This design comes from an exercise in tuning for small area on the open sky130 flow, not from production work. RTL that was checked went through simulation tests only; none was proved equivalent to the original. Only the layout flow was run in run 1; the RTL was not checked for function there. Power is estimated from default activity; no workload was simulated.

--- flow/flow/run.sh ---
#!/bin/bash
set -euo pipefail
export BUFFER_PORTS_ARGS="-buffer_cell sky130_fd_sc_hd__buf_1"
export CTS_ARGS="-sink_clustering_enable -repair_clock_nets -buf_list {sky130_fd_sc_hd__clkbuf_8 sky130_fd_sc_hd__clkbuf_16} -root_buf sky130_fd_sc_hd__clkbuf_16 -sink_clustering_buffer sky130_fd_sc_hd__clkbuf_8 -sink_buffer_max_cap_derate 0.04 -sink_clustering_size 14 -sink_clustering_max_diameter 60"
bash standard.sh > standard_flow.log 2>&1
--- flow/standard.sh ---
#!/bin/bash
# synth_recipe.tcl (not shown) runs the flow's synth.tcl, then flattens the netlist and writes it again
# the make line also repeats each setting of config.mk as NAME=value (left out here)
make -C /OpenROAD-flow-scripts/flow DESIGN_CONFIG=/design/flow/config.mk WORK_HOME=/design/flow/orfs CLKGATE_MAP_FILE= SYNTH_SCRIPT=/design/flow/synth_recipe.tcl "${@:-finish}"
--- flow/config.mk ---
export PLATFORM = sky130hd
export DESIGN_NAME = l1_dcache_ctrl
export DESIGN_NICKNAME = l1_dcache_ctrl
export VERILOG_FILES = /design/flow/design.v
export SDC_FILE = /design/flow/constraint.sdc
export NUM_CORES = 4
export LEC_CHECK = 0
export CAP_MARGIN = 20
export CORE_MARGIN = 2
export CORE_UTILIZATION = 40
export SLEW_MARGIN = 20
export SYNTH_HIERARCHICAL = 1
--- flow/constraint.sdc ---
create_clock -name core_clock -period 10.0 [get_ports {clk}]
set_input_delay 2.0000 -clock core_clock [delete_from_list [all_inputs] [get_ports {clk}]]
set_output_delay 2.0000 -clock core_clock [all_outputs]
set_load 0.01 [all_outputs]
--- flow/design.v ---
module dc_aoi222 (
  input  logic [2:0] d,
  input  logic [2:0] s,
  output logic       y
);
  assign y = ~|(d & s);
endmodule
module dc_nand2 (
  input  logic d,
  input  logic s,
  output logic y
);
  assign y = ~(d & s);
endmodule
module dc_and3 (
  input  logic [2:0] a,
  output logic       y
);
  assign y = &a;
endmodule
module dc_nand4 (
  input  logic [3:0] a,
  output logic       y
);
  assign y = ~&a;
endmodule
module dc_nor2 (
  input  logic a,
  input  logic b,
  output logic y
);
  assign y = ~(a | b);
endmodule
module dc_sel4 (
  input  logic [3:0] d,
  input  logic [3:0] s,
  output logic       y
);
  logic [1:0] t;
  dc_aoi222 u0 (.d(d[2:0]), .s(s[2:0]), .y(t[0]));
  dc_nand2  u1 (.d(d[3]),   .s(s[3]),   .y(t[1]));
  dc_nand2  u2 (.d(t[0]),   .s(t[1]),   .y(y));
endmodule
module dc_sel16 (
  input  logic [15:0] d,
  input  logic [15:0] s,
  output logic        y
);
  logic [5:0] t;
  logic       u;
  dc_aoi222 u0 (.d(d[2:0]),   .s(s[2:0]),   .y(t[0]));
  dc_aoi222 u1 (.d(d[5:3]),   .s(s[5:3]),   .y(t[1]));
  dc_aoi222 u2 (.d(d[8:6]),   .s(s[8:6]),   .y(t[2]));
  dc_aoi222 u3 (.d(d[11:9]),  .s(s[11:9]),  .y(t[3]));
  dc_aoi222 u4 (.d(d[14:12]), .s(s[14:12]), .y(t[4]));
  dc_nand2  u5 (.d(d[15]),    .s(s[15]),    .y(t[5]));
  dc_and3   u6 (.a(t[2:0]), .y(u));
  dc_nand4  u7 (.a({u, t[5:3]}), .y(y));
endmodule
module l1_dcache_ctrl #(
  parameter int ADDR_WIDTH = 32,
  parameter int DATA_WIDTH = 32,
  parameter int LINE_WORDS = 4,
  parameter int NUM_LINES  = 16
) (
  input  logic                             clk,
  input  logic                             rst,
  input  logic                             cpu_req,
  input  logic                             cpu_we,
  input  logic [ADDR_WIDTH-1:0]            cpu_addr,
  input  logic [DATA_WIDTH-1:0]            cpu_wdata,
  input  logic [DATA_WIDTH/8-1:0]          cpu_wstrb,
  output logic [DATA_WIDTH-1:0]            cpu_rdata,
  output logic                             mem_stall,
  output logic                             mem_req,
  output logic                             mem_we,
  output logic [ADDR_WIDTH-1:0]            mem_addr,
  output logic [DATA_WIDTH*LINE_WORDS-1:0] mem_wdata,
  input  logic [DATA_WIDTH*LINE_WORDS-1:0] mem_rdata,
  input  logic                             mem_ack
);
  localparam int NB     = DATA_WIDTH / 8;
  localparam int BOFF_W = $clog2(NB);
  localparam int OFF_W  = $clog2(LINE_WORDS);
  localparam int IDX_W  = $clog2(NUM_LINES);
  localparam int LO_W   = BOFF_W + OFF_W;
  localparam int TAG_W  = ADDR_WIDTH - LO_W - IDX_W;
  localparam int LINE_W = DATA_WIDTH * LINE_WORDS;
  logic busy;
  logic wb;
  logic [NUM_LINES-1:0] valid;
  logic [NUM_LINES-1:0] dirty;
  logic [TAG_W-1:0]     tag_arr  [NUM_LINES];
  logic [LINE_W-1:0]    data_arr [NUM_LINES];
  logic [OFF_W-1:0]  word_sel;
  logic [IDX_W-1:0]  idx;
  logic [TAG_W-1:0]  addr_tag;
  logic [TAG_W-1:0]  cur_tag;
  logic [LINE_W-1:0] cur_line;
  logic [LINE_W-1:0] wr_data;
  logic              hit;
  logic              fill;
  logic              store;
  logic              to_alloc;
  assign word_sel = cpu_addr[BOFF_W +: OFF_W];
  assign idx      = cpu_addr[LO_W +: IDX_W];
  assign addr_tag = cpu_addr[ADDR_WIDTH-1 -: TAG_W];
  logic [NUM_LINES-1:0] sel;
  always_comb begin
    sel      = '0;
    sel[idx] = 1'b1;
  end
  for (genvar i = 0; i < LINE_W; i++) begin : g_rd
    logic [NUM_LINES-1:0] col;
    for (genvar l = 0; l < NUM_LINES; l++) begin : g_col
      assign col[l] = data_arr[l][i];
    end
    dc_sel16 u_sel (.d(col), .s(sel), .y(cur_line[i]));
  end
  for (genvar i = 0; i < TAG_W; i++) begin : g_tg
    logic [NUM_LINES-1:0] col;
    for (genvar l = 0; l < NUM_LINES; l++) begin : g_col
      assign col[l] = tag_arr[l][i];
    end
    dc_sel16 u_sel (.d(col), .s(sel), .y(cur_tag[i]));
  end
  assign hit      = cpu_req & valid[idx] & (cur_tag == addr_tag);
  logic [LINE_WORDS-1:0] wsel;
  always_comb begin
    wsel           = '0;
    wsel[word_sel] = 1'b1;
  end
  for (genvar i = 0; i < DATA_WIDTH; i++) begin : g_wd
    logic [LINE_WORDS-1:0] col;
    for (genvar w = 0; w < LINE_WORDS; w++) begin : g_col
      assign col[w] = cur_line[w*DATA_WIDTH + i];
    end
    dc_sel4 u_sel (.d(col), .s(wsel), .y(cpu_rdata[i]));
  end
  assign mem_stall = ~rst & (busy | (cpu_req & ~hit));
  assign mem_req   = busy;
  assign mem_we    = wb;
  assign mem_addr  = {cur_tag, idx, {LO_W{1'b0}}};
  assign mem_wdata = cur_line;
  assign fill    = busy & ~wb & mem_ack;
  assign to_alloc = busy ? (wb & mem_ack) : (cpu_req & ~hit & ~dirty[idx]);
  assign store   = ~busy & hit & cpu_we;
  logic [DATA_WIDTH-1:0] merged;
  always_comb begin
    for (int b = 0; b < NB; b++)
      merged[b*8 +: 8] = cpu_wstrb[b] ? cpu_wdata[b*8 +: 8] : cpu_rdata[b*8 +: 8];
  end
  assign wr_data = busy ? mem_rdata : {LINE_WORDS{merged}};
  logic [LINE_WORDS-1:0]            wen_n;
  logic                             ten_n;
  logic [NUM_LINES-1:0]             tag_we;
  logic [NUM_LINES*LINE_WORDS-1:0]  data_we;
  always_comb begin
    for (int w = 0; w < LINE_WORDS; w++)
      wen_n[w] = ~(fill | (store & wsel[w]));
  end
  assign ten_n = ~to_alloc;
  for (genvar l = 0; l < NUM_LINES; l++) begin : g_we
    dc_nor2 u_t (.a(~sel[l]), .b(ten_n), .y(tag_we[l]));
    for (genvar w = 0; w < LINE_WORDS; w++) begin : g_w
      dc_nor2 u_d (.a(~sel[l]), .b(wen_n[w]), .y(data_we[l*LINE_WORDS+w]));
    end
  end
  always_ff @(posedge clk) begin
    for (int l = 0; l < NUM_LINES; l++) begin
      if (tag_we[l])
        tag_arr[l] <= addr_tag;
      for (int w = 0; w < LINE_WORDS; w++) begin
        if (data_we[l*LINE_WORDS+w])
          data_arr[l][w*DATA_WIDTH +: DATA_WIDTH] <= wr_data[w*DATA_WIDTH +: DATA_WIDTH];
      end
    end
  end
  always_ff @(posedge clk or posedge rst) begin
    if (rst) begin
      busy  <= 1'b0;
      wb    <= 1'b0;
      valid <= '0;
      dirty <= '0;
    end else begin
      if (busy) begin
        if (mem_ack) begin
          wb <= 1'b0;
          if (!wb) busy <= 1'b0;
        end
      end else begin
        wb <= dirty[idx];
        if (cpu_req && !hit) busy <= 1'b1;
      end
      if (fill) begin
        valid[idx] <= 1'b1;
        dirty[idx] <= 1'b0;
      end else if (store) begin
        dirty[idx] <= 1'b1;
      end
    end
  end
endmodule
==> out/qor.yml, run 1 <==
routed_wl_microns: 295000
p_leak_nw: 30.2
path_buf_inv: 7
synth-seq-area-share: 0.839
critPathCaptureType: "output pin"
grt_max_degree: 83
die_w_microns: 473
hold_depth: 1
power_switching_mw: 5.13
grt_pass1_vias: 49200
netlist_instances: 4396
comb_power_share: 0.118
rsz0062_at_grt: "no"
worst-path-max-fanout: 71
hold_path_end: "valid[8]$_DFFE_PP0P_"
cts.clk_slew.worst_paths_ns: 0.09
grt_usage: 0.256
cts_resized: 0
finalNetCount: 5378
route.detailed.drc: 0
hold_start: "valid[8]$_DFFE_PP0P_"
power_density_nw_per_um2: 199
synth_edf_count: 2432
cts_max_path_buffers: 3
dpl_cell_area_sq_um: 95700
tightest_slew_ns: 1.23
fin_ws_ns: 0.644
final_cell_mix: "edfxtp_1, a222oi_1, buf_1, nand2_1, buf_4"
ys.warnings.count: 9
vias: 52000
ctsRootBufferMaster: "clkbuf_16"
dr.pass1.iters: 15
overflow: 0
r2r_cells: 10
clockPowerShare: 0.270
cts-htree-levels: 4
cts_inserted_buffers: 197
fillers: 18600
vias_per_cell: 6.43
avgSynthCellArea_sq_um: 20.0
p_int_mw: 14.6
worstSetupStartpointType: "input pin"
die-area_sq_um: 224000
synthArstFlopShare: 0.0138
hpwl_microns: 177000
final-setup-viol-count: 0
required_ns: 8.00
drive_above_1_share: 0.128
synthDistinctLibCells: 50
crit_chain: "buf_1 -> buf_4 -> inv_1 -> ha_1 -> inv_1 -> nor2_1 -> o21ai_2 -> inv_8 -> buf_12 -> a222oi_1 -> nand4_1 -> a222oi_1 -> nand2_1 -> buf_1"
crit_family: "compound AO/OA/AOI/OAI gates"
avgRoutedWirePerCell_microns: 36.4
outcome: "complete, no violations"
period_needed_ns: 9.36
synth_flop_cell: "edfxtp_1"
fmax_ghz: 0.107
port_buffers: 389
synth_seq_cells: 2466
hold_viol_final: 0
place_congestion: 0.817
io_pins: 396
cts_num_sinks: 2466
layout.cells.non_filler: 8098
reg2reg_from: "tag_arr[6][18]$_DFFE_PP_"
post-route-util: 0.453
drtAntennaViolNets: 0
cp_slowest_cell: "a222oi_1"
critPathArrivalTime_ns: 7.36
cts_tree: "yes"
seqCellArea_sq_um: 73900
drtIter0Drc: 10900
syn_area_sq_um: 88000
fin_area_sq_um: 99400
areaGrowthSynthToFinish_pct: 13.0
power.total_mw: 19.8
ctsHoldBuffers: 0
fp.dieH_microns: 473
final_common_cell: "edfxtp_1"
max_stage_delay_ns: 1.16
dp.cells: 7834
relSlewSlack: 0.183
rr_endpoint: "data_arr[2][38]$_DFFE_PP_"
grt_first_pass_wirelength_microns: 399000
maxCapViolCount: 0
power_frac_seq: 0.612
clk_latency_ns: 0.86
crit_type: "input pin to output pin"
place_ws_ns: 0.611
initial_utilization: 0.401
coreArea_sq_um: 219000
ir_drop_mv: 0.202
reg2reg_slack_ns: 4.92
rows: 172
finClkSkew_ns: 0.0512
hold_path_class: "register to register"
switching_share: 0.260
multi_input_area_sq_um: 14500
drv_slew: 0
postCtsSetupBuffers: 0
post-route-period-util: 0.936
antenna_found_initial: 22
==> worst max-delay path by stage <==
stage | slack (ns) | cells past startpoint | end | from
after floorplan | -0.35 | 15 | data_arr[1][32]$_DFFE_PP_ | cpu_addr[5]
after global placement | 0.63 | 16 | mem_stall | cpu_addr[4]
after detailed placement | 0.61 | 16 | mem_stall | cpu_addr[4]
after CTS | 0.60 | 16 | mem_stall | cpu_addr[4]
after global routing | 0.14 | 16 | mem_stall | cpu_addr[4]
final | 0.64 | 14 | cpu_rdata[22] | cpu_addr[4]
==> modules after synthesis, one instance, submodules excluded, excerpt <==
module / area, sq um / copies in the design / flops+latches / cells
l1_dcache_ctrl: 77100 / 1 / 2466 / 3004
dc_and3: 6.26 / 152 / 0 / 1
dc_aoi222: 10.0 / 792 / 0 / 1
dc_nor2: 3.75 / 80 / 0 / 1
dc_nand2: 3.75 / 216 / 0 / 1
dc_nand4: 6.26 / 152 / 0 / 1
==> logic make-up after synthesis <==
kind of cell	count (synthesis)	share of synthesized area
XOR/XNOR	24	0.00239
AO/OA/AOI/OAI	1007	0.105
other	1	0.0000426
multiplexers	25	0.00461
AND/OR/NAND/NOR	678	0.0393
buffers and inverters	191	0.00877
adder cells (fa/ha/maj)	4	0.000569
flip-flops	2466	0.839
==> power groups by stage <==
stage	sequential (mW)	combinational, mW	clock (mW)
2_1_floorplan	12.3	0.952	0
3_3_place_gp	12.3	2.20	0
3_5_place_dp	12.3	2.26	0
4_1_cts	12.1	2.26	5.39
5_1_grt	12.1	2.41	5.73
6_report	12.1	2.34	5.33
==> stage by stage <==
step | TNS [ns] | hold WS (ns)
4_1_cts | 0 | 0.462
5_1_grt | 0 | 0.488
2_1_floorplan | -698.98 | 0.420
3_3_place_gp | 0 | 0.432
3_5_place_dp | 0 | 0.441
6_report | 0 | 0.461
==> worst register-to-register path: cells and delay by family (launching register included) <==
| kind | cells | cell delay, ns |
|---|---|---|
| AOI/OAI and AO/OA | 2 | 0.80 |
| xor gates and xnor gates | 1 | 0.19 |
| buffers and inverters | 1 | 0.44 |
| DFF | 1 | 0.37 |
| and+or+nand+nor | 6 | 2.96 |
==> final cells by class <==
class / instances / area share
sequential: 2466 / 0.743
multi-input combinational: 1742 / 0.145
tap: 2871 / 0.0361
timing repair buffer: 616 / 0.0347
clock buffer: 200 / 0.0298
inverter: 150 / 0.00672
clock inverter: 42 / 0.00385
antenna: 11 / 0.000277
==> cells in the mapped netlist, drive strengths merged (4+ instances only) <==
cell type | number | area, sq um
o21ai | 11 | 70.1
nand4 | 157 | 982
nor2b | 35 | 219
a21oi | 132 | 661
xnor2 | 24 | 210
dfrtp | 34 | 851
and3 | 154 | 963
nor2 | 85 | 319
mux2 | 14 | 165
edfxtp | 2432 | 73000
ha | 4 | 50.1
nand2 | 230 | 863
mux4 | 8 | 210
a222oi | 792 | 7930
o21a | 16 | 120
inv | 150 | 563
a211oi | 34 | 273
buf | 16 | 115
clkbuf | 25 | 93.8
o21bai | 12 | 90.1
==> layer usage <==
| layer | track usage | vias to the layer above | part of all wire |
|---|---|---|---|
| met3 | 0.0552 | 493 | 0.11 |
| met1 | 0.333 | 27000 | 0.36 |
| met5 | 0 | - | 0.00033 |
| li1 | - | 21100 | - |
| met4 | 0.132 | 16 | 0.057 |
| met2 | 0.407 | 3427 | 0.47 |
==> state kept, by name, summed over array words and instances, names as in the netlist, named ones only <==
register	flops
busy	1
data_arr	2048
tag_arr	384
valid	16
wb	1
==> inputs of run 2 (changes only) <==
--- a/flow/design.v
+++ b/flow/design.v
@@ -146,23 +146,19 @@
   assign to_alloc = busy ? (wb & mem_ack) : (cpu_req & ~hit & ~dirty[idx]);
   assign store   = ~busy & hit & cpu_we;
-  logic [DATA_WIDTH-1:0] merged;
-  always_comb begin
-    for (int b = 0; b < NB; b++)
-      merged[b*8 +: 8] = cpu_wstrb[b] ? cpu_wdata[b*8 +: 8] : cpu_rdata[b*8 +: 8];
-  end
-  assign wr_data = busy ? mem_rdata : {LINE_WORDS{merged}};
-  logic [LINE_WORDS-1:0]            wen_n;
-  logic                             ten_n;
-  logic [NUM_LINES-1:0]             tag_we;
-  logic [NUM_LINES*LINE_WORDS-1:0]  data_we;
+  assign wr_data = busy ? mem_rdata : {LINE_WORDS{cpu_wdata}};
+  logic [LINE_WORDS*NB-1:0]            ben_n;
+  logic                                ten_n;
+  logic [NUM_LINES-1:0]                tag_we;
+  logic [NUM_LINES*LINE_WORDS*NB-1:0]  data_we;
   always_comb begin
     for (int w = 0; w < LINE_WORDS; w++)
-      wen_n[w] = ~(fill | (store & wsel[w]));
+      for (int b = 0; b < NB; b++)
+        ben_n[w*NB+b] = ~(fill | (store & wsel[w] & cpu_wstrb[b]));
   end
   assign ten_n = ~to_alloc;
   for (genvar l = 0; l < NUM_LINES; l++) begin : g_we
     dc_nor2 u_t (.a(~sel[l]), .b(ten_n), .y(tag_we[l]));
-    for (genvar w = 0; w < LINE_WORDS; w++) begin : g_w
-      dc_nor2 u_d (.a(~sel[l]), .b(wen_n[w]), .y(data_we[l*LINE_WORDS+w]));
+    for (genvar j = 0; j < LINE_WORDS*NB; j++) begin : g_b
+      dc_nor2 u_d (.a(~sel[l]), .b(ben_n[j]), .y(data_we[l*LINE_WORDS*NB+j]));
     end
   end
@@ -171,7 +167,7 @@
       if (tag_we[l])
         tag_arr[l] <= addr_tag;
-      for (int w = 0; w < LINE_WORDS; w++) begin
-        if (data_we[l*LINE_WORDS+w])
-          data_arr[l][w*DATA_WIDTH +: DATA_WIDTH] <= wr_data[w*DATA_WIDTH +: DATA_WIDTH];
+      for (int j = 0; j < LINE_WORDS*NB; j++) begin
+        if (data_we[l*LINE_WORDS*NB+j])
+          data_arr[l][j*8 +: 8] <= wr_data[j*8 +: 8];
       end
     end
==> out/qor.yml, run 2 <==
cts_resized: 0
finalNetCount: 5438
rsz0062_at_grt: "no"
port_buffers: 389
die_w_microns: 474
relSlewSlack: 0.246
post-route-period-util: 0.902
ir_drop_mv: 0.192
synthArstFlopShare: 0.0138
muxShareOfSynthArea: 0.00229
drtIter0Drc: 9309
cts-htree-levels: 4
synth_fa_ha_area_frac: 0.000567
clk_latency_ns: 0.82
coreArea_sq_um: 220000
grt_pass1_vias: 49300
period_needed_ns: 9.02
top_register: "data_arr"
grt_first_pass_wirelength_microns: 358000
synth_seq_cells: 2466
tightest_slew_ns: 1.13
p_leak_nw: 29.7
die-area_sq_um: 225000
fin_ws_ns: 0.976
cts_tree: "yes"
rows: 172
avgRoutedWirePerCell_microns: 31.4
initial_utilization: 0.402
syn_area_sq_um: 88300
fin_area_sq_um: 97600
synth_top_family_by_area: "compound AO/OA/AOI/OAI gates"
dr.pass1.iters: 15
synth_flop_cell: "edfxtp_1"
netlist_instances: 4599
worstSetupStartpointType: "input pin"
cts_num_sinks: 2466
synth_area_leaders: "edfxtp_1, a222oi_1, nand2_1"
fmax_ghz: 0.111
cts_inserted_buffers: 198
drive_above_1_share: 0.0706
required_ns: 8.00
place_congestion: 0.800
yosysTopAreaCell: "edfxtp_1"
maxCapViolCount: 0
vias_per_cell: 6.28
synthDistinctLibCells: 42
yosys.area_share.simple: 0.0583
outcome: "complete, no violations"
routed_wl_microns: 256000
yosysMostFrequentCell: "edfxtp_1"
postCtsSetupBuffers: 0
vias: 51200
grt_usage: 0.221
areaGrowthSynthToFinish_pct: 10.5
power_density_nw_per_um2: 196
synth-seq-area-share: 0.836
ys_top_cells_by_count: "edfxtp_1, a222oi_1, nand2_1, nor2_1, nand4_1"
hpwl_microns: 156000
synth-xor-area-share: 0.00248
synth_top_cell_area_share: 0.827
power.total_mw: 19.1
grt_max_degree: 114
route.detailed.drc: 0
dpl_cell_area_sq_um: 94100
worst-path-max-fanout: 58
ctsRootBufferMaster: "clkbuf_16"
finalSetupTns_ns: 0
critPathCaptureType: "output pin"
drv_slew: 0
finClkSkew_ns: 0.0315
crit_type: "input pin to output pin"
fp.dieH_microns: 474
largest_registers: "data_arr: 2048 flops, tag_arr: 384 flops, valid: 16 flops"
cts_max_path_buffers: 3
ys.warnings.count: 9
place_ws_ns: 1.02
final_cell_mix: "edfxtp_1, a222oi_1, nand2_1, buf_1, nor2_1"
io_pins: 396
drtAntennaViolNets: 0
final-setup-viol-count: 0
final_common_cell: "edfxtp_1"
ctsHoldBuffers: 0
avgSynthCellArea_sq_um: 19.2
critPathArrivalTime_ns: 7.02
cts.clk_slew.worst_paths_ns: 0.08
hold_viol_final: 0
antenna_found_initial: 17
largest_reg_flops: 2048
overflow: 0
synth_compound_area_frac: 0.0959
hold_path_class: "register to register"
synth_edf_count: 2432
[run 2: cell types whose count changed after synthesis, sizes merged, moves of 14 or more]
cell and change:
nand2 +301, nor2b -30, a211oi -34, a221oi +15, a31oi +14, inv -114
nor2 +194, o21a -14, a21oi -117, mux2 -14
[run 2: cell type report]
cell class	count	area (sq um)
Timing Repair Buffer	472	2150
Multi-Input combinational cell	2058	14300
Tap cell	2871	3590
Fill cell	19000	122000
Antenna cell	3	7.51
Inverter	37	219
Clock buffer	205	3060
Sequential cell	2466	73900
Clock inverter	43	385
[run 2: path summary, 6_finish.rpt]
path                                     startpoint                   endpoint  slack, ns  cells after the start
hold reg to reg                valid[5]$_DFFE_PP0P_       valid[5]$_DFFE_PP0P_       0.46                      1
setup reg to reg           tag_arr[0][19]$_DFFE_PP_  data_arr[2][24]$_DFFE_PP_       5.03                     11
hold / removal                 valid[5]$_DFFE_PP0P_       valid[5]$_DFFE_PP0P_       0.46                      1
min in group asynchronous                       rst       valid[9]$_DFFE_PP0P_       1.40                      3
max in group asynchronous                       rst             busy$_DFF_PP0_       8.23                      3
setup / recovery                        cpu_addr[4]               cpu_rdata[2]       0.98                     16
[run 2: metal layers]
layer	track usage	up-vias	wire (microns)
met4	0.0740	8	7810
met1	0.300	26400	99600
met5	0.00281	-	114
li1	-	21400	-
met3	0.0464	422	26600
met2	0.356	2983	122000
[run 2: Yosys stat by module (local to each module, per instance), a selection]
module	times used	cell area (sq um)
dc_nand2	216	3.75
dc_nand4	152	6.26
dc_nor2	272	3.75
dc_and3	152	6.26
dc_aoi222	792	10.0
l1_dcache_ctrl	1	76700
[run 2: stage by stage]
step | hold slack (ns) | std cells | util
2_1_floorplan | 0.420 | 4602 | -
3_3_place_gp | 0.432 | 7904 | 0.429
3_5_place_dp | 0.437 | 7904 | 0.429
4_1_cts | 0.455 | 8152 | 0.445
5_1_grt | 0.467 | 8153 | 0.445
6_report | 0.458 | 8155 | 0.445
[run 2: critical path, cell delays in order]
cell,delay (ns)
buf_1,0.23
inv_1,0.11
ha_1,0.29
or2_2,0.35
o21a_1,0.19
o22ai_1,0.52
nand2_2,0.18
inv_6,0.28
buf_4,0.74
buf_4,0.69
a222oi_1,0.21
and3_1,0.26
nand4_1,0.40
a222oi_1,0.16
nand2_1,0.12
buf_1,0.15
[run 2: logic make-up after synthesis]
logic type,count (synthesis)
DFF,2466
and+or+nand+nor,1148
AOI/OAI and AO/OA,869
buffers and inverters,78
xor gates and xnor gates,25
muxes,8
adders and majority gates,4
other,1
[run 2: power by group]
part / switching, mW / internal, mW / total (mW)
Clock: 3.17 / 2.19 / 5.37
Sequential: 0.0452 / 11.9 / 11.9
Combinational: 1.46 / 0.342 / 1.80
==> inputs of run 3 (changes only) <==
==> flow/flow/run.sh (replaced) <==
#!/bin/bash
set -euo pipefail
export BUFFER_PORTS_ARGS="-buffer_cell sky130_fd_sc_hd__buf_1"
export CTS_ARGS="-sink_clustering_enable -repair_clock_nets -dont_use_dummy_load -buf_list {sky130_fd_sc_hd__clkbuf_8 sky130_fd_sc_hd__clkbuf_16} -root_buf sky130_fd_sc_hd__clkbuf_16 -sink_clustering_buffer sky130_fd_sc_hd__clkbuf_8 -sink_buffer_max_cap_derate 0.04 -sink_clustering_size 14 -sink_clustering_max_diameter 60"
bash standard.sh > standard_flow.log 2>&1
==> out/qor.yml, run 3 <==
vias_per_cell: 6.30
die_w_microns: 474
hpwl_microns: 156000
period_needed_ns: 9.03
critPathArrivalTime_ns: 7.03
synth_compound_area_frac: 0.0959
hold_slack_ns: 0.451
reg2reg_from: "tag_arr[0][19]$_DFFE_PP_"
place_ws_ns: 1.02
dr.pass1.iters: 13
grt_usage: 0.221
yosys.area_share.simple: 0.0583
hold_start: "valid[5]$_DFFE_PP0P_"
cts.clk_slew.worst_paths_ns: 0.06
synthArstFlopShare: 0.0138
ys.warnings.count: 9
fp.dieH_microns: 474
route.detailed.drc: 0
vias: 51100
finalSetupTns_ns: 0
worst-path-max-fanout: 58
path_buf_inv: 6
rr_endpoint: "data_arr[2][24]$_DFFE_PP_"
ctsHoldBuffers: 0
avgRoutedWirePerCell_microns: 31.5
power_density_nw_per_um2: 193
io_pins: 396
coreArea_sq_um: 220000
maxCapViolCount: 0
max_stage_delay_ns: 0.74
synth_area_leaders: "edfxtp_1, a222oi_1, nand2_1"
finClkSkew_ns: 0.0733
ir_drop_mv: 0.189
hold_depth: 1
largest_registers: "data_arr: 2048 flops, tag_arr: 384 flops, valid: 16 flops"
ctsRootBufferMaster: "clkbuf_16"
synth_top_cell_area_share: 0.827
netlist_instances: 4599
top_register: "data_arr"
cts-htree-levels: 4
clk_latency_ns: 0.81
r2r_cells: 11
required_ns: 8.00
reg2reg_slack_ns: 5.05
cts_inserted_buffers: 198
hold_viol_final: 0
synth-seq-area-share: 0.836
layout.cells.non_filler: 8108
synth-xor-area-share: 0.00248
fmax_ghz: 0.111
synthDistinctLibCells: 42
yosysTopAreaCell: "edfxtp_1"
synth_seq_cells: 2466
port_buffers: 389
drive_above_1_share: 0.0661
syn_area_sq_um: 88300
drtIter0Drc: 9321
rsz0062_at_grt: "no"
dp.cells: 7904
worstSetupStartpointType: "input pin"
ys_top_cells_by_count: "edfxtp_1, a222oi_1, nand2_1, nor2_1, nand4_1"
hold_path_end: "valid[5]$_DFFE_PP0P_"
post-route-period-util: 0.903
finalNetCount: 5438
cts_tree: "yes"
cts_resized: 0
initial_utilization: 0.402
areaGrowthSynthToFinish_pct: 9.93
post-route-util: 0.442
final_common_cell: "edfxtp_1"
p_leak_nw: 29.4
hold_path_class: "register to register"
muxShareOfSynthArea: 0.00229
die-area_sq_um: 225000
grt_first_pass_wirelength_microns: 357000
rows: 172
fillers: 19000
synth_top_family_by_area: "compound AO/OA/AOI/OAI gates"
outcome: "complete, no violations"
fin_ws_ns: 0.975
drtAntennaViolNets: 0
grt_pass1_vias: 49200
grt_max_degree: 114
cts_max_path_buffers: 3
avgSynthCellArea_sq_um: 19.2
antenna_found_initial: 17
final_cell_mix: "edfxtp_1, a222oi_1, nand2_1, buf_1, nor2_1"
synth_fa_ha_area_frac: 0.000567
critPathCaptureType: "output pin"
crit_chain: "buf_1 -> inv_1 -> ha_1 -> or2_2 -> o21a_1 -> o22ai_1 -> nand2_2 -> inv_6 -> buf_4 -> buf_4 -> a222oi_1 -> and3_1 -> nand4_1 -> a222oi_1 -> nand2_1 -> buf_1"
synth_edf_count: 2432
tightest_slew_ns: 1.13
final-setup-viol-count: 0
yosysMostFrequentCell: "edfxtp_1"
largest_reg_flops: 2048
routed_wl_microns: 256000
cts_num_sinks: 2466
postCtsSetupBuffers: 0
synth_flop_cell: "edfxtp_1"
crit_type: "input pin to output pin"
overflow: 0
place_congestion: 0.800
relSlewSlack: 0.242
drv_slew: 0
crit_family: "buffers and inverters"
cp_slowest_cell: "buf_4"
-- run 3: cell types whose count changed in the layout (fill, tap and decap cells not counted), sizes merged --
cell,previous run,this run
clkinvlp,2,0
diode,3,6
bufinv,5,0
inv,65,37
clkbuf,205,198
clkinv,8,0
-- run 3: worst register-to-register path, delay by kind of cell, from the launching register on --
family	cells	cell delay, ns
buf+inv	2	0.69
compound gates	2	0.70
xor+xnor	1	0.34
flops	1	0.37
simple gates	6	2.47
-- run 3: area by class of cell --
class / count / area, sq um / share of cell area
Sequential cell: 2466 / 73900 / 0.761
Multi-Input combinational cell: 2058 / 14300 / 0.147
Tap cell: 2871 / 3590 / 0.0370
Clock buffer: 198 / 2920 / 0.0300
Timing Repair Buffer: 472 / 2150 / 0.0221
Inverter: 37 / 219 / 0.00226
Antenna cell: 6 / 15.0 / 0.000155
-- run 3: logic make-up after synthesis --
logic type,Yosys count
flops,2466
simple gates,1148
compound gates,869
buf+inv,78
xor+xnor,25
mux,8
fa+ha+maj,4
other cells,1
-- run 3: metal layers --
layer / GRT usage / wire length [microns] / up-vias
met3: 0.0483 / 27200 / 412
met5: 0.00281 / 127 / -
met1: 0.298 / 98900 / 26400
met4: 0.0739 / 7800 / 10
met2: 0.356 / 122000 / 2961
li1: - / - / 21300
-- run 3: worst max-delay path by stage --
stage                      startpoint            to  slack [ns]  cells after the start
after global placement    cpu_addr[4]  cpu_rdata[2]        1.02                     16
after CTS                 cpu_addr[4]  cpu_rdata[7]        0.98                     16
after floorplan           cpu_addr[5]     mem_stall        0.34                     18
after global routing      cpu_addr[4]  cpu_rdata[7]        0.70                     16
final                     cpu_addr[4]  cpu_rdata[7]        0.97                     16
after detailed placement  cpu_addr[4]  cpu_rdata[7]        1.02                     16
-- run 3: where the power goes --
part	switching (mW)	leakage (nW)	internal (mW)	total, mW
Sequential	0.0448	22.4	11.9	11.9
Clock	3.05	1.51	1.93	4.97
Combinational	1.45	5.44	0.342	1.80
Total	4.54	29.4	14.2	18.7
-- run 3: modules after synthesis (local to each module, per instance), excerpt --
module          cells inside  flip-flops and latches  copies in the design  cell area, sq um
l1_dcache_ctrl          3015                    2466                     1             76700
dc_aoi222                  1                       0                   792              10.0
dc_and3                    1                       0                   152              6.26
dc_nand4                   1                       0                   152              6.26
dc_nand2                   1                       0                   216              3.75
dc_nor2                    1                       0                   272              3.75
-- run 3: metrics by stage --
stage	total power, mW	cell area [sq um]
6_report	18.7	97100
4_1_cts	18.8	97100
5_1_grt	19.3	97100
3_5_place_dp	14.0	94100
2_1_floorplan	13.0	88300
3_3_place_gp	13.9	94100
==> inputs of run 4 (changes only) <==
--- a/flow/design.v
+++ b/flow/design.v
@@ -31,4 +31,13 @@
 );
   assign y = ~(a | b);
+endmodule
+module dc_hold (
+  input  logic en,
+  input  logic en_n,
+  input  logic d,
+  input  logic q,
+  output logic y
+);
+  assign y = (en & d) | (en_n & q);
 endmodule
 module dc_sel4 (
@@ -147,28 +156,42 @@
   assign store   = ~busy & hit & cpu_we;
   assign wr_data = busy ? mem_rdata : {LINE_WORDS{cpu_wdata}};
+  logic [LINE_WORDS*NB-1:0]            ben;
   logic [LINE_WORDS*NB-1:0]            ben_n;
   logic                                ten_n;
   logic [NUM_LINES-1:0]                tag_we;
+  logic [NUM_LINES-1:0]                tag_we_n;
   logic [NUM_LINES*LINE_WORDS*NB-1:0]  data_we;
+  logic [NUM_LINES*LINE_WORDS*NB-1:0]  data_we_n;
   always_comb begin
     for (int w = 0; w < LINE_WORDS; w++)
       for (int b = 0; b < NB; b++)
-        ben_n[w*NB+b] = ~(fill | (store & wsel[w] & cpu_wstrb[b]));
-  end
+        ben[w*NB+b] = fill | (store & wsel[w] & cpu_wstrb[b]);
+  end
+  assign ben_n = ~ben;
   assign ten_n = ~to_alloc;
   for (genvar l = 0; l < NUM_LINES; l++) begin : g_we
-    dc_nor2 u_t (.a(~sel[l]), .b(ten_n), .y(tag_we[l]));
+    dc_nor2  u_t  (.a(~sel[l]), .b(ten_n), .y(tag_we[l]));
+    dc_nand2 u_tn (.d(sel[l]), .s(to_alloc), .y(tag_we_n[l]));
     for (genvar j = 0; j < LINE_WORDS*NB; j++) begin : g_b
-      dc_nor2 u_d (.a(~sel[l]), .b(ben_n[j]), .y(data_we[l*LINE_WORDS*NB+j]));
+      dc_nor2  u_d  (.a(~sel[l]), .b(ben_n[j]), .y(data_we[l*LINE_WORDS*NB+j]));
+      dc_nand2 u_dn (.d(sel[l]), .s(ben[j]), .y(data_we_n[l*LINE_WORDS*NB+j]));
+    end
+  end
+  logic [TAG_W-1:0]  tag_nx  [NUM_LINES];
+  logic [LINE_W-1:0] data_nx [NUM_LINES];
+  for (genvar l = 0; l < NUM_LINES; l++) begin : g_nx
+    for (genvar i = 0; i < TAG_W; i++) begin : g_t
+      dc_hold u_h (.en(tag_we[l]), .en_n(tag_we_n[l]), .d(addr_tag[i]),
+                   .q(tag_arr[l][i]), .y(tag_nx[l][i]));
+    end
+    for (genvar i = 0; i < LINE_W; i++) begin : g_d
+      dc_hold u_h (.en(data_we[l*LINE_WORDS*NB+i/8]), .en_n(data_we_n[l*LINE_WORDS*NB+i/8]),
+                   .d(wr_data[i]), .q(data_arr[l][i]), .y(data_nx[l][i]));
     end
   end
   always_ff @(posedge clk) begin
     for (int l = 0; l < NUM_LINES; l++) begin
-      if (tag_we[l])
-        tag_arr[l] <= addr_tag;
-      for (int j = 0; j < LINE_WORDS*NB; j++) begin
-        if (data_we[l*LINE_WORDS*NB+j])
-          data_arr[l][j*8 +: 8] <= wr_data[j*8 +: 8];
-      end
+      tag_arr[l]  <= tag_nx[l];
+      data_arr[l] <= data_nx[l];
     end
   end
==> flow/flow/run.sh (replaced) <==
#!/bin/bash
set -euo pipefail
export BUFFER_PORTS_ARGS="-buffer_cell sky130_fd_sc_hd__buf_1"
export CTS_ARGS="-sink_clustering_enable -repair_clock_nets -dont_use_dummy_load -buf_list {sky130_fd_sc_hd__buf_6 sky130_fd_sc_hd__buf_8} -root_buf sky130_fd_sc_hd__buf_8 -sink_clustering_buffer sky130_fd_sc_hd__buf_6 -sink_buffer_max_cap_derate 0.04 -sink_clustering_size 14 -sink_clustering_max_diameter 60"
bash standard.sh > standard_flow.log 2>&1
--- a/flow/config.mk
+++ b/flow/config.mk
@@ -9,4 +9,5 @@
 export CORE_MARGIN = 2
 export CORE_UTILIZATION = 40
+export GPL_TIMING_DRIVEN = 0
 export SLEW_MARGIN = 20
 export SYNTH_HIERARCHICAL = 1
==> out/qor.yml, run 4 <==
synthDistinctLibCells: 48
finalNetCount: 8224
cts_num_sinks: 2466
critPathArrivalTime_ns: 7.84
vias: 75400
rsz0062_at_grt: "no"
yosysTopAreaCell: "dfxtp_1"
p_leak_nw: 38.4
maxCapViolCount: 0
period_needed_ns: 9.84
power_switching_mw: 7.56
route.detailed.drc: 0
vias_per_cell: 6.94
top_register: "data_arr"
clk_latency_ns: 0.88
routed_wl_microns: 338000
relSlewSlack: 0.221
fp.dieH_microns: 469
grt_max_degree: 100
power_frac_seq: 0.588
final_cell_mix: "a22o_1, dfxtp_1, a222oi_1, nand2_1, buf_1"
switching_share: 0.311
cp_slowest_cell: "nor4_4"
io_pins: 396
place_congestion: 0.904
synth_top_cell_area_share: 0.562
antenna_found_initial: 14
synth-seq-area-share: 0.572
cts_max_path_buffers: 3
drv_slew: 0
finClkSkew_ns: 0.123
crit_type: "input pin to output pin"
hold_path_class: "register to register"
layout.cells.non_filler: 10900
port_buffers: 385
cts-htree-levels: 4
netlist_instances: 7343
worstSetupStartpointType: "input pin"
yosysMostFrequentCell: "a22o_1"
drtAntennaViolNets: 0
comb_power_share: 0.212
initial_utilization: 0.403
synth_area_leaders: "dfxtp_1, a22o_1, a222oi_1"
largest_reg_flops: 2048
fmax_ghz: 0.102
p_int_mw: 16.7
drive_above_1_share: 0.0523
synthArstFlopShare: 0.0138
crit_chain: "buf_1 -> buf_6 -> buf_4 -> inv_1 -> ha_1 -> clkbuf_1 -> nand2_1 -> o21ai_0 -> a22o_1 -> buf_2 -> nand2_4 -> buf_16 -> inv_8 -> buf_16 -> a222oi_1 -> nand4_1 -> xnor2_1 -> nand4_1 -> nor4_4 -> a31oi_1 -> and2_1 -> buf_1"
coreArea_sq_um: 215000
reg2reg_from: "tag_arr[0][18]$_DFF_P_"
dp.cells: 10600
final-setup-viol-count: 0
synth_edf_count: 0
max_stage_delay_ns: 0.67
cts.clk_slew.worst_paths_ns: 0.10
outcome: "complete, no violations"
avgSynthCellArea_sq_um: 11.8
r2r_cells: 11
syn_area_sq_um: 86700
clockPowerShare: 0.200
post-route-period-util: 0.984
hold_viol_final: 0
grt_first_pass_wirelength_microns: 486000
ys_top_cells_by_count: "a22o_1, dfxtp_1, a222oi_1, nand2_1, nor2_1"
rows: 170
hold_start: "valid[11]$_DFFE_PP0P_"
grt_usage: 0.288
reg2reg_slack_ns: 4.94
ys.warnings.count: 13
post-route-util: 0.449
overflow: 0
final_common_cell: "a22o_1"
cts_tree: "yes"
drtIter0Drc: 12900
required_ns: 8.00
finalSetupTns_ns: 0
largest_registers: "data_arr: 2048 flops, tag_arr: 384 flops, valid: 16 flops"
critPathCaptureType: "output pin"
rr_endpoint: "data_arr[14][43]$_DFF_P_"
tightest_slew_ns: 1.17
hpwl_microns: 211000
ctsRootBufferMaster: "buf_8"
hold_path_end: "valid[11]$_DFFE_PP0P_"
worst-path-max-fanout: 61
grt_pass1_vias: 72200
areaGrowthSynthToFinish_pct: 11.3
dr.pass1.iters: 14
avgRoutedWirePerCell_microns: 31.1
cts_inserted_buffers: 203
power_density_nw_per_um2: 252
synth_seq_cells: 2466
hold_depth: 1
die_w_microns: 469
synth_flop_cell: "dfxtp_1"
ir_drop_mv: 0.157
die-area_sq_um: 220000
-- run 4: logic make-up (layout without fill, tap and decap cells) --
| logic type | Yosys count | in the layout | share of synthesized area |
|---|---|---|---|
| AO/OA/AOI/OAI | 3311 | 3311 | 0.345 |
| flip-flops | 2466 | 2466 | 0.572 |
| AND/OR/NAND/NOR | 1434 | 1434 | 0.0729 |
| buffers and inverters | 88 | 759 | 0.00463 |
| XOR/XNOR | 24 | 24 | 0.00243 |
| multiplexers | 15 | 15 | 0.00302 |
| adder cells (fa/ha/maj) | 4 | 4 | 0.000578 |
| other | 1 | 15 | 0.0000433 |
-- run 4: metrics by stage --
step / area, sq um / total power [mW] / setup WS (ns) / hold slack, ns
5_1_grt: 96400 / 25.3 / 0.111 / 0.485
4_1_cts: 96300 / 24.2 / 0.0482 / 0.462
2_1_floorplan: 86700 / 17.4 / 0.0000702 / 0.420
3_3_place_gp: 91700 / 19.1 / -9.15 / 0.432
6_report: 96500 / 24.3 / 0.164 / 0.465
3_5_place_dp: 93800 / 19.4 / -0.739 / 0.441
-- run 4: worst max path at each step --
stage | startpoint | endpoint | slack [ns] | cells after the start
after floorplan | cpu_addr[5] | mem_stall | 0.00007 | 16
after global placement | cpu_addr[5] | data_arr[11][68]$_DFF_P_ | -9.15 | 20
after detailed placement | cpu_addr[5] | mem_stall | -0.74 | 21
after CTS | cpu_addr[5] | mem_stall | 0.05 | 21
after global routing | cpu_addr[4] | mem_stall | 0.11 | 22
final | cpu_addr[4] | mem_stall | 0.16 | 22
-- run 4: power groups by stage --
stage               Clock, mW  Sequential (mW)  Combinational (mW)
finish                   4.85             14.3                5.15
global route             5.31             14.6                5.46
CTS                      4.96             14.2                5.05
detailed placement          0             14.4                5.01
global placement            0             14.3                4.82
floorplan                   0             14.0                3.37
-- run 4: modules after synthesis, one instance, submodules excluded, excerpt --
module	copies in the design	cell area, sq um
dc_hold	2432	8.76
dc_nand2	488	3.75
dc_and3	152	6.26
dc_nand4	152	6.26
dc_nor2	272	3.75
dc_aoi222	792	10.0
l1_dcache_ctrl	1	52700
-- run 4: area by class of cell --
cell class	count	area, sq um
Sequential cell	2466	49500
Antenna cell	11	27.5
Clock buffer	203	2350
Inverter	35	262
Timing Repair Buffer	468	3240
Buffer	53	298
Tap cell	2838	3550
Multi-Input combinational cell	4792	37200
Fill cell	19600	119000
-- run 4: metal layers --
layer / up-vias / track usage / wire length, microns
li1: 32300 / - / -
met1: 37800 / 0.389 / 140000
met2: 4525 / 0.428 / 146000
met3: 768 / 0.0710 / 34500
met4: 14 / 0.141 / 17200
met5: - / 0 / 89
-- run 4: worst max-delay path: cells and delay by family --
| family | cells | cell delay (ns) |
|---|---|---|
| buffers and inverters | 10 | 2.41 |
| and+or+nand+nor | 6 | 1.88 |
| xor gates and xnor gates | 1 | 0.25 |
| AOI/OAI and AO/OA | 4 | 0.97 |
| adders and majority gates | 1 | 0.20 |
-- run 4: what timing repair did --
action,4_1_cts,5_1_grt
gates cloned,0,2
setup buffers,2,5
hold buffers,0,0
pin swaps,2,5
gates resized for setup,7,4
setup endpoints to repair,1,2
==> inputs of run 5 (changes only) <==
--- a/flow/config.mk
+++ b/flow/config.mk
@@ -9,5 +9,4 @@
 export CORE_MARGIN = 2
 export CORE_UTILIZATION = 40
-export GPL_TIMING_DRIVEN = 0
 export SLEW_MARGIN = 20
 export SYNTH_HIERARCHICAL = 1
==> out/qor.yml, run 5 <==
synth_seq_cells: 2466
worstSetupStartpoint: "cpu_addr[4]"
rsz0062_at_grt: "no"
netlist_instances: 7343
vias: 74800
synth_edf_count: 0
synth_flop_cell: "dfxtp_1"
cts-htree-levels: 4
critPathCaptureType: "output pin"
reg2reg_from: "tag_arr[3][4]$_DFF_P_"
coreArea_sq_um: 215000
fp.dieH_microns: 469
routed_wl_microns: 327000
yosysMostFrequentCell: "a22o_1"
hold_path_class: "register to register"
syn_area_sq_um: 86700
critPathArrivalTime_ns: 7.16
p_int_mw: 16.7
ys.warnings.count: 13
crit_family: "simple AND/OR/NAND/NOR gates"
finClkSkew_ns: 0.123
drv_slew: 0
final_cell_mix: "a22o_1, dfxtp_1, a222oi_1, nand2_1, buf_1"
ctsHoldBuffers: 0
largest_registers: "data_arr: 2048 flops, tag_arr: 384 flops, valid: 16 flops"
power_switching_mw: 7.46
grt_first_pass_wirelength_microns: 476000
relSlewSlack: 0.210
drtAntennaViolNets: 0
ys_top_cells_by_count: "a22o_1, dfxtp_1, a222oi_1, nand2_1, nor2_1"
rows: 170
initial_utilization: 0.403
crit_chain: "buf_1 -> inv_1 -> ha_1 -> nand2b_1 -> o31ai_1 -> nand3_4 -> inv_6 -> a222oi_1 -> and3_1 -> nand4_1 -> xnor2_1 -> nand4_1 -> nor4_2 -> a31oi_1 -> and2_1 -> buf_1"
post-route-period-util: 0.916
yosysTopAreaCell: "dfxtp_1"
rr_endpoint: "data_arr[11][83]$_DFF_P_"
hold_viol_final: 0
avgRoutedWirePerCell_microns: 30.2
r2r_cells: 10
path_buf_inv: 4
p_leak_nw: 37.9
synth-seq-area-share: 0.572
worstSetupStartpointType: "input pin"
switching_share: 0.309
grt_pass1_vias: 71000
finalSetupTns_ns: 0
synth_top_cell_area_share: 0.562
route.detailed.drc: 0
synth_area_leaders: "dfxtp_1, a22o_1, a222oi_1"
required_ns: 8.00
finalNetCount: 8198
synthArstFlopShare: 0.0138
max_stage_delay_ns: 0.97
dr.pass1.iters: 13
ir_drop_mv: 0.180
overflow: 0
hpwl_microns: 199000
die-area_sq_um: 220000
worst-path-stages: 16
grt_max_degree: 145
grt_usage: 0.280
avgSynthCellArea_sq_um: 11.8
final-setup-viol-count: 0
antenna_found_initial: 11
cts_resized: 0
synthDistinctLibCells: 48
vias_per_cell: 6.90
cts_tree: "yes"
post-route-util: 0.441
clk_latency_ns: 0.93
cts_inserted_buffers: 202
drive_above_1_share: 0.0494
maxCapViolCount: 0
comb_power_share: 0.207
cts_num_sinks: 2466
power.total_mw: 24.1
ctsRootBufferMaster: "buf_8"
place_congestion: 0.888
postCtsSetupBuffers: 0
period_needed_ns: 9.16
largest_reg_flops: 2048
cts_max_path_buffers: 3
port_buffers: 389
areaGrowthSynthToFinish_pct: 9.54
worst-path-max-fanout: 69
outcome: "complete, no violations"
top_register: "data_arr"
final_common_cell: "a22o_1"
power_frac_seq: 0.592
reg2reg_slack_ns: 4.35
tightest_slew_ns: 1.19
power_density_nw_per_um2: 254
crit_type: "input pin to output pin"
drtIter0Drc: 12400
clockPowerShare: 0.201
cts.clk_slew.worst_paths_ns: 0.10
die_w_microns: 469
fmax_ghz: 0.109
io_pins: 396
cp_slowest_cell: "nor4_2"
critPathCapture: "mem_stall"
## run 5: cell types whose count changed in the layout (fill, tap and decap cells not counted), sizes merged
cell and delta:
clkbuf -34, buf +8, diode -5, clkinv +1, inv -1
## run 5: layout make-up
cell class	instances	area, sq um
clock buffers	202	2340
multi-input cells	4792	36900
flip-flops and latches	2466	49500
fillers	19900	120000
well taps	2838	3550
diodes	6	15.0
repair buffers	496	2350
inverters	35	216
## run 5: cells by family after synthesis
| logic type | count (synthesis) | share of synthesized area |
|---|---|---|
| multiplexers | 15 | 0.00302 |
| AO/OA/AOI/OAI | 3311 | 0.345 |
| other | 1 | 0.0000433 |
| adder cells (fa/ha/maj) | 4 | 0.000578 |
| buffers and inverters | 88 | 0.00463 |
| flip-flops | 2466 | 0.572 |
| XOR/XNOR | 24 | 0.00243 |
| AND/OR/NAND/NOR | 1434 | 0.0729 |
## run 5: worst reg2reg max path: stages (launching register included)
cell      delay [ns]
dfxtp_1         0.32
a222oi_1        0.42
and3_1          0.34
nand4_1         0.21
xnor2_1         0.23
nand4_1         0.21
nor4_2          0.98
nand3_2         0.87
o21ai_1         1.10
nand2_1         0.52
a22o_1          0.34
## run 5: worst min path at each step
stage	endpoint	startpoint	depth (start not counted)	slack (ns)
6_report	valid[13]$_DFFE_PP0P_	valid[13]$_DFFE_PP0P_	1	0.46
5_1_grt	valid[13]$_DFFE_PP0P_	valid[13]$_DFFE_PP0P_	1	0.48
4_1_cts	valid[13]$_DFFE_PP0P_	valid[13]$_DFFE_PP0P_	1	0.46
3_5_place_dp	valid[13]$_DFFE_PP0P_	valid[13]$_DFFE_PP0P_	1	0.44
3_3_place_gp	valid[14]$_DFFE_PP0P_	valid[14]$_DFFE_PP0P_	1	0.43
2_1_floorplan	valid[13]$_DFFE_PP0P_	valid[13]$_DFFE_PP0P_	1	0.42
## run 5: power groups by stage
stage	combinational (mW)	clock (mW)	sequential [mW]
after detailed placement	4.89	0	14.4
after CTS	4.92	4.93	14.2
after global routing	5.32	5.29	14.6
after floorplan	3.37	0	14.0
final	5.00	4.84	14.3
after global placement	4.75	0	14.3
## run 5: through the flow
step	cell area, sq um	setup WS (ns)	cells	hold slack (ns)
floorplan	86700	0.0000702	7346	0.420
global placement	92500	1.00	10600	0.430
detailed placement	92500	0.980	10600	0.436
CTS	94900	1.08	10800	0.459
global route	94900	0.709	10800	0.477
finish	94900	0.836	10800	0.456
## run 5: Yosys stat by module (local to each module, per instance), excerpt
module	cells	flops+latches	area, sq um	copies in the design
dc_and3	1	0	6.26	152
l1_dcache_ctrl	3055	2466	52700	1
dc_hold	1	0	8.76	2432
dc_nor2	1	0	3.75	272
dc_nand4	1	0	6.26	152
dc_nand2	1	0	3.75	488
dc_aoi222	1	0	10.0	792
## run 5: routing by layer
metal | track usage | wire length (microns) | share of wire | vias to the layer above
met3 | 0.0532 | 33800 | 0.10 | 665
met4 | 0.120 | 14300 | 0.044 | 4
met1 | 0.392 | 137000 | 0.42 | 37400
met2 | 0.419 | 142000 | 0.43 | 4521
li1 | - | - | - | 32300
met5 | 0 | 33 | 0.00010 | -
==> inputs of run 6 (changes only) <==
--- a/flow/config.mk
+++ b/flow/config.mk
@@ -8,5 +8,5 @@
 export CAP_MARGIN = 20
 export CORE_MARGIN = 2
-export CORE_UTILIZATION = 40
+export CORE_UTILIZATION = 55
 export SLEW_MARGIN = 20
 export SYNTH_HIERARCHICAL = 1
==> out/qor.yml, run 6 <==
drtAntennaViolNets: 0
vias: 75200
comb_power_share: 0.209
power.total_mw: 24.1
final-setup-viol-count: 0
rsz0062_at_grt: "no"
grt_first_pass_wirelength_microns: 474000
ir_drop_mv: 0.188
avgSynthCellArea_sq_um: 11.8
ctsHoldBuffers: 0
power_frac_seq: 0.592
hold_path_class: "register to register"
worstSetupStartpointType: "input pin"
cp_slowest_cell: "nand3_2"
cts_tree: "yes"
drive_above_1_share: 0.0497
final_common_cell: "a22o_1"
synth_area_leaders: "dfxtp_1, a22o_1, a222oi_1"
ctsRootBufferMaster: "buf_8"
cts_inserted_buffers: 198
dr.pass1.iters: 11
required_ns: 8.00
outcome: "complete, no violations"
fillers: 13200
crit_type: "input pin to output pin"
p_int_mw: 16.6
path_common_cell: "buf_1"
clockPowerShare: 0.198
overflow: 0
finalSetupTns_ns: 0
finClkSkew_ns: 0.0909
synth_edf_count: 0
reg2reg_slack_ns: 4.42
largest_registers: "data_arr: 2048 flops, tag_arr: 384 flops, valid: 16 flops"
hold_slack_ns: 0.468
route.detailed.drc: 0
postCtsSetupBuffers: 0
critPathCaptureType: "output pin"
coreArea_sq_um: 156000
fmax_ghz: 0.113
dpl_cell_area_sq_um: 91600
grt_max_degree: 110
hold_viol_final: 0
synth_seq_cells: 2466
maxCapViolCount: 0
power_switching_mw: 7.48
path_buf_inv: 4
grt_pass1_vias: 71300
ys.warnings.count: 13
fin_area_sq_um: 93900
vias_per_cell: 7.47
yosysMostFrequentCell: "a22o_1"
relSlewSlack: 0.209
die_w_microns: 401
switching_share: 0.310
synthArstFlopShare: 0.0138
avgRoutedWirePerCell_microns: 32.4
grt_usage: 0.384
place_congestion: 0.878
cts-htree-levels: 4
power_density_nw_per_um2: 257
largest_reg_flops: 2048
synth-seq-area-share: 0.572
clk_latency_ns: 0.87
cts_max_path_buffers: 3
syn_area_sq_um: 86700
cts_num_sinks: 2466
p_leak_nw: 37.9
tightest_slew_ns: 1.19
cts.clk_slew.worst_paths_ns: 0.10
place_ws_ns: 0.925
post-route-util: 0.601
hpwl_microns: 199000
layout.cells.non_filler: 10100
period_needed_ns: 8.85
yosysTopAreaCell: "dfxtp_1"
max_stage_delay_ns: 0.64
drv_slew: 0
rows: 145
synth_top_cell_area_share: 0.562
worst-path-max-fanout: 40
synthDistinctLibCells: 48
drtIter0Drc: 13200
antenna_found_initial: 21
io_pins: 396
synth_flop_cell: "dfxtp_1"
dp.cells: 9851
die-area_sq_um: 161000
fp.dieH_microns: 401
crit_family: "simple AND/OR/NAND/NOR gates"
post-route-period-util: 0.885
critPathArrivalTime_ns: 6.85
multi_input_area_sq_um: 36900
cts_resized: 0
crit_chain: "buf_1 -> inv_1 -> ha_1 -> nor2_1 -> nand3_2 -> inv_6 -> a222oi_1 -> and3_1 -> nand4_1 -> xnor2_1 -> nand2_1 -> nor4_2 -> a31oi_1 -> and2_1 -> buf_1"
top_register: "data_arr"
port_buffers: 389
areaGrowthSynthToFinish_pct: 8.40
netlist_instances: 7343
initial_utilization: 0.554
finalNetCount: 8198
seqCellArea_sq_um: 49500
final_cell_mix: "a22o_1, dfxtp_1, a222oi_1, nand2_1, buf_1"
routed_wl_microns: 325000
fin_ws_ns: 1.15
ys_top_cells_by_count: "a22o_1, dfxtp_1, a222oi_1, nand2_1, nor2_1"
run 6: cell families after synthesis:
logic type                 count (synthesis)  share of synthesized area
buffers and inverters                     88                    0.00463
muxes                                     15                    0.00302
AOI/OAI and AO/OA                       3311                      0.345
adders and majority gates                  4                   0.000578
DFF                                     2466                      0.572
xor gates and xnor gates                  24                    0.00243
and+or+nand+nor                         1434                     0.0729
other                                      1                  0.0000433
run 6: layer usage:
layer	share of wire	track usage	vias to the layer above
met1	0.40	0.531	37300
li1	-	-	32200
met2	0.42	0.558	4826
met5	0.00042	0	-
met3	0.12	0.104	788
met4	0.050	0.175	22
run 6: final cells by class:
cell class / count / share of cell area
antenna: 8 / 0.000213
clock buffer: 198 / 0.0244
inverter: 35 / 0.00238
multi-input combinational: 4792 / 0.393
sequential: 2466 / 0.527
tap: 2058 / 0.0274
timing repair buffer: 500 / 0.0253
run 6: modules after synthesis, one instance, submodules excluded, excerpt:
module,cells inside,copies in the design,flip-flops and latches
dc_nand4,1,152,0
dc_hold,1,2432,0
dc_nor2,1,272,0
dc_nand2,1,488,0
l1_dcache_ctrl,3055,1,2466
dc_and3,1,152,0
dc_aoi222,1,792,0
run 6: worst paths after layout:
path | start | endpoint | cells after the start
max reg2reg | tag_arr[6][21]$_DFF_P_ | data_arr[2][51]$_DFF_P_ | 11
min in group asynchronous | rst | busy$_DFF_PP0_ | 3
min reg2reg | valid[10]$_DFFE_PP0P_ | valid[10]$_DFFE_PP0P_ | 1
max in group asynchronous | rst | async pin | 3
min | valid[10]$_DFFE_PP0P_ | valid[10]$_DFFE_PP0P_ | 1
max | cpu_addr[5] | mem_stall | 15
run 6: power by group through the flow:
stage	logic [mW]	clock network, mW	registers, mW
4_1_cts	4.95	4.83	14.2
2_1_floorplan	3.37	0	14.0
6_report	5.05	4.79	14.3
5_1_grt	5.36	5.16	14.6
3_3_place_gp	4.78	0	14.3
3_5_place_dp	4.93	0	14.4
==> inputs of run 7 (changes only) <==
==> flow/flow/run.sh (replaced) <==
#!/bin/bash
set -euo pipefail
export BUFFER_PORTS_ARGS="-buffer_cell sky130_fd_sc_hd__buf_1"
export CTS_ARGS="-sink_clustering_enable -repair_clock_nets -dont_use_dummy_load -buf_list {sky130_fd_sc_hd__buf_6 sky130_fd_sc_hd__buf_8} -root_buf sky130_fd_sc_hd__buf_8 -sink_clustering_buffer sky130_fd_sc_hd__buf_6 -sink_buffer_max_cap_derate 0.04 -sink_clustering_size 16 -sink_clustering_max_diameter 60"
bash standard.sh > standard_flow.log 2>&1
--- a/flow/config.mk
+++ b/flow/config.mk
@@ -6,7 +6,7 @@
 export NUM_CORES = 4
 export LEC_CHECK = 0
-export CAP_MARGIN = 20
+export CAP_MARGIN = 5
 export CORE_MARGIN = 2
 export CORE_UTILIZATION = 55
-export SLEW_MARGIN = 20
+export SLEW_MARGIN = 5
 export SYNTH_HIERARCHICAL = 1
==> out/qor.yml, run 7 <==
ys_top_cells_by_count: "a22o_1, dfxtp_1, a222oi_1, nand2_1, nor2_1"
ctsHoldBuffers: 0
die_w_microns: 401
tightest_slew_ns: 1.37
avgSynthCellArea_sq_um: 11.8
fp.dieH_microns: 401
postCtsSetupBuffers: 0
post-route-util: 0.599
overflow: 0
antenna_found_initial: 22
power_frac_seq: 0.597
cts_tree: "yes"
ctsRootBufferMaster: "buf_8"
outcome: "complete, no violations"
yosysMostFrequentCell: "a22o_1"
clockPowerShare: 0.192
path_common_cell: "buf_1"
fmax_ghz: 0.111
synth_flop_cell: "dfxtp_1"
coreArea_sq_um: 156000
synth_fa_ha_area_frac: 0.000578
die-area_sq_um: 161000
cts_num_sinks: 2466
synth_top_cell_area_share: 0.562
io_pins: 396
cts-htree-levels: 4
relSlewSlack: 0.0856
drv_slew: 0
worst-path-max-fanout: 40
dp.cells: 9850
synthDistinctLibCells: 48
final-setup-viol-count: 0
cts_inserted_buffers: 180
grt_max_degree: 110
routed_wl_microns: 325000
areaGrowthSynthToFinish_pct: 8.13
post-route-period-util: 0.901
hold_viol_final: 0
p_int_mw: 16.5
port_buffers: 389
grt_usage: 0.383
cp_slowest_cell: "nand3_2"
power_density_nw_per_um2: 255
grt_pass1_vias: 70800
power_switching_mw: 7.42
rows: 145
synth_top_family_by_area: "compound AO/OA/AOI/OAI gates"
p_leak_nw: 37.7
dr.pass1.iters: 11
yosys.area_share.simple: 0.0729
reg2reg_slack_ns: 4.40
place_congestion: 0.878
largest_reg_flops: 2048
synth-xor-area-share: 0.00243
initial_utilization: 0.554
largest_registers: "data_arr: 2048 flops, tag_arr: 384 flops, valid: 16 flops"
synthArstFlopShare: 0.0138
final_common_cell: "a22o_1"
synth-seq-area-share: 0.572
vias: 75000
top_register: "data_arr"
critPathArrivalTime_ns: 7.01
vias_per_cell: 7.47
hold_path_class: "register to register"
grt_first_pass_wirelength_microns: 472000
drtIter0Drc: 12800
drtAntennaViolNets: 0
yosysTopAreaCell: "dfxtp_1"
clk_latency_ns: 0.87
synth_area_leaders: "dfxtp_1, a22o_1, a222oi_1"
synth_compound_area_frac: 0.345
rsz0062_at_grt: "no"
cts_resized: 0
period_needed_ns: 9.01
maxCapViolCount: 0
synth_seq_cells: 2466
finalSetupTns_ns: 0
drive_above_1_share: 0.0459
critPathCaptureType: "output pin"
max_stage_delay_ns: 0.69
ir_drop_mv: 0.162
switching_share: 0.310
comb_power_share: 0.211
layout.cells.non_filler: 10000
finalNetCount: 8180
hpwl_microns: 198000
netlist_instances: 7343
crit_chain: "buf_1 -> inv_1 -> ha_1 -> nor2_1 -> nand3_2 -> inv_6 -> a222oi_1 -> and3_1 -> nand4_1 -> xnor2_1 -> nand2_1 -> nor4_2 -> a31oi_1 -> and2_1 -> buf_1"
r2r_cells: 10
hold_depth: 1
cts.clk_slew.worst_paths_ns: 0.11
syn_area_sq_um: 86700
crit_type: "input pin to output pin"
ys.warnings.count: 13
cts_max_path_buffers: 3
synth_edf_count: 0
finClkSkew_ns: 0.0746
route.detailed.drc: 0
worstSetupStartpointType: "input pin"
required_ns: 8.00
avgRoutedWirePerCell_microns: 32.4
muxShareOfSynthArea: 0.00302
final_cell_mix: "a22o_1, dfxtp_1, a222oi_1, nand2_1, buf_1"
## run 7: cell counts after synthesis
Identical to the previous run, type by type.
## run 7: stage by stage
step	instance area [sq um]	setup slack [ns]	power (mW)	hold WS, ns
floorplan	86700	0.0000702	17.4	0.420
global placement	91600	0.961	19.1	0.430
detailed placement	91600	0.797	19.3	0.440
CTS	93700	1.13	23.8	0.465
global route	93700	0.968	24.9	0.484
finish	93700	0.994	23.9	0.467
## run 7: layout make-up
| class | count | area [sq um] |
|---|---|---|
| diodes | 9 | 22.5 |
| clock buffers | 180 | 2090 |
| fillers | 13100 | 62700 |
| inverters | 35 | 224 |
| multi-input cells | 4792 | 36900 |
| flip-flops and latches | 2466 | 49500 |
| well taps | 2058 | 2570 |
| repair buffers | 500 | 2380 |
## run 7: power groups by stage
stage / Sequential, mW / Combinational, mW / Clock (mW)
final: 14.3 / 5.04 / 4.60
after CTS: 14.2 / 4.94 / 4.65
after global routing: 14.6 / 5.35 / 4.99
after global placement: 14.3 / 4.78 / 0
after detailed placement: 14.4 / 4.92 / 0
after floorplan: 14.0 / 3.37 / 0
## run 7: modules after synthesis, one instance, submodules excluded, a selection
module	cells inside	area, sq um	copies in the design	flip-flops and latches
dc_nand4	1	6.26	152	0
dc_nor2	1	3.75	272	0
dc_aoi222	1	10.0	792	0
dc_nand2	1	3.75	488	0
l1_dcache_ctrl	3055	52700	1	2466
dc_and3	1	6.26	152	0
dc_hold	1	8.76	2432	0
## run 7: cell families (layout without fill, tap and decap cells)
kind of cell | count (synthesis) | after routing
mux | 15 | 15
compound gates | 3311 | 3311
fa+ha+maj | 4 | 4
buf+inv | 88 | 715
simple gates | 1434 | 1434
other cells | 1 | 13
xor+xnor | 24 | 24
flops | 2466 | 2466
## run 7: final timing paths
path                                             start                  endpoint
worst max-delay path                       cpu_addr[4]                 mem_stall
worst min-delay path             valid[10]$_DFFE_PP0P_     valid[10]$_DFFE_PP0P_
worst max register to register  tag_arr[6][21]$_DFF_P_  data_arr[11][75]$_DFF_P_
worst min register to register   valid[10]$_DFFE_PP0P_     valid[10]$_DFFE_PP0P_
max in group asynchronous                          rst                 async pin
min in group asynchronous                          rst            busy$_DFF_PP0_
## run 7: critical path: cells and delay by family
family / cells / cell delay (ns)
compound gates: 2 / 0.43
xor+xnor: 1 / 0.26
fa+ha+maj: 1 / 0.31
buf+inv: 4 / 1.24
simple gates: 7 / 2.71
## run 7: layer usage
layer	vias up	part of all wire	GRT usage
met5	-	0.00045	0
met1	37400	0.40	0.530
li1	32200	-	-
met4	21	0.048	0.172
met2	4655	0.43	0.557
met3	771	0.12	0.104

==> afterwards: timing with drivers on the ports <==
Ports are ideal in the flow. The routed layouts listed here were re-timed in OpenROAD. Step 1: set_driving_cell puts a clkbuf_16 on clk and a buf_2 on each other input, an assumption about the parent block. Step 2 adds t to the input delays and takes it off the output delays; t is the mean of the earliest and latest rising clock arrival at the registers after step 1. Input paths then give back, and output paths get back, about the clock's delay inside the block. a / b / c = ideal / step 1 / step 2; a / b = the first two.
| run | shift t [ns] | slack for setup (ns) | worst data-port slew with drivers (ns) | pins driven straight from the clock port |
|---|---|---|---|---|
| run 1 | 0.912 | 0.644 / 0.622 / 0.622 | 0.13 | 1 |
| run 2 | 0.901 | 0.976 / 0.948 / 0.948 | 0.12 | 1 |
| run 3 | 0.868 | 0.975 / 0.947 / 0.947 | 0.13 | 1 |
| run 4 | 0.926 | 0.164 / 0.140 / 0.140 | 0.19 | 1 |
| run 5 | 0.962 | 0.836 / 0.815 / 0.654 | 0.26 | 1 |
| run 6 | 0.903 | 1.149 / 1.118 / 0.687 | 0.20 | 1 |
| run 7 | 0.909 | 0.994 / 0.970 / 0.582 | 0.22 | 1 |
After both steps every run listed still meets setup and hold. The setup slack of run 6, which loses most, moves by -0.031 ns with the drivers and by -0.462 ns with both steps.
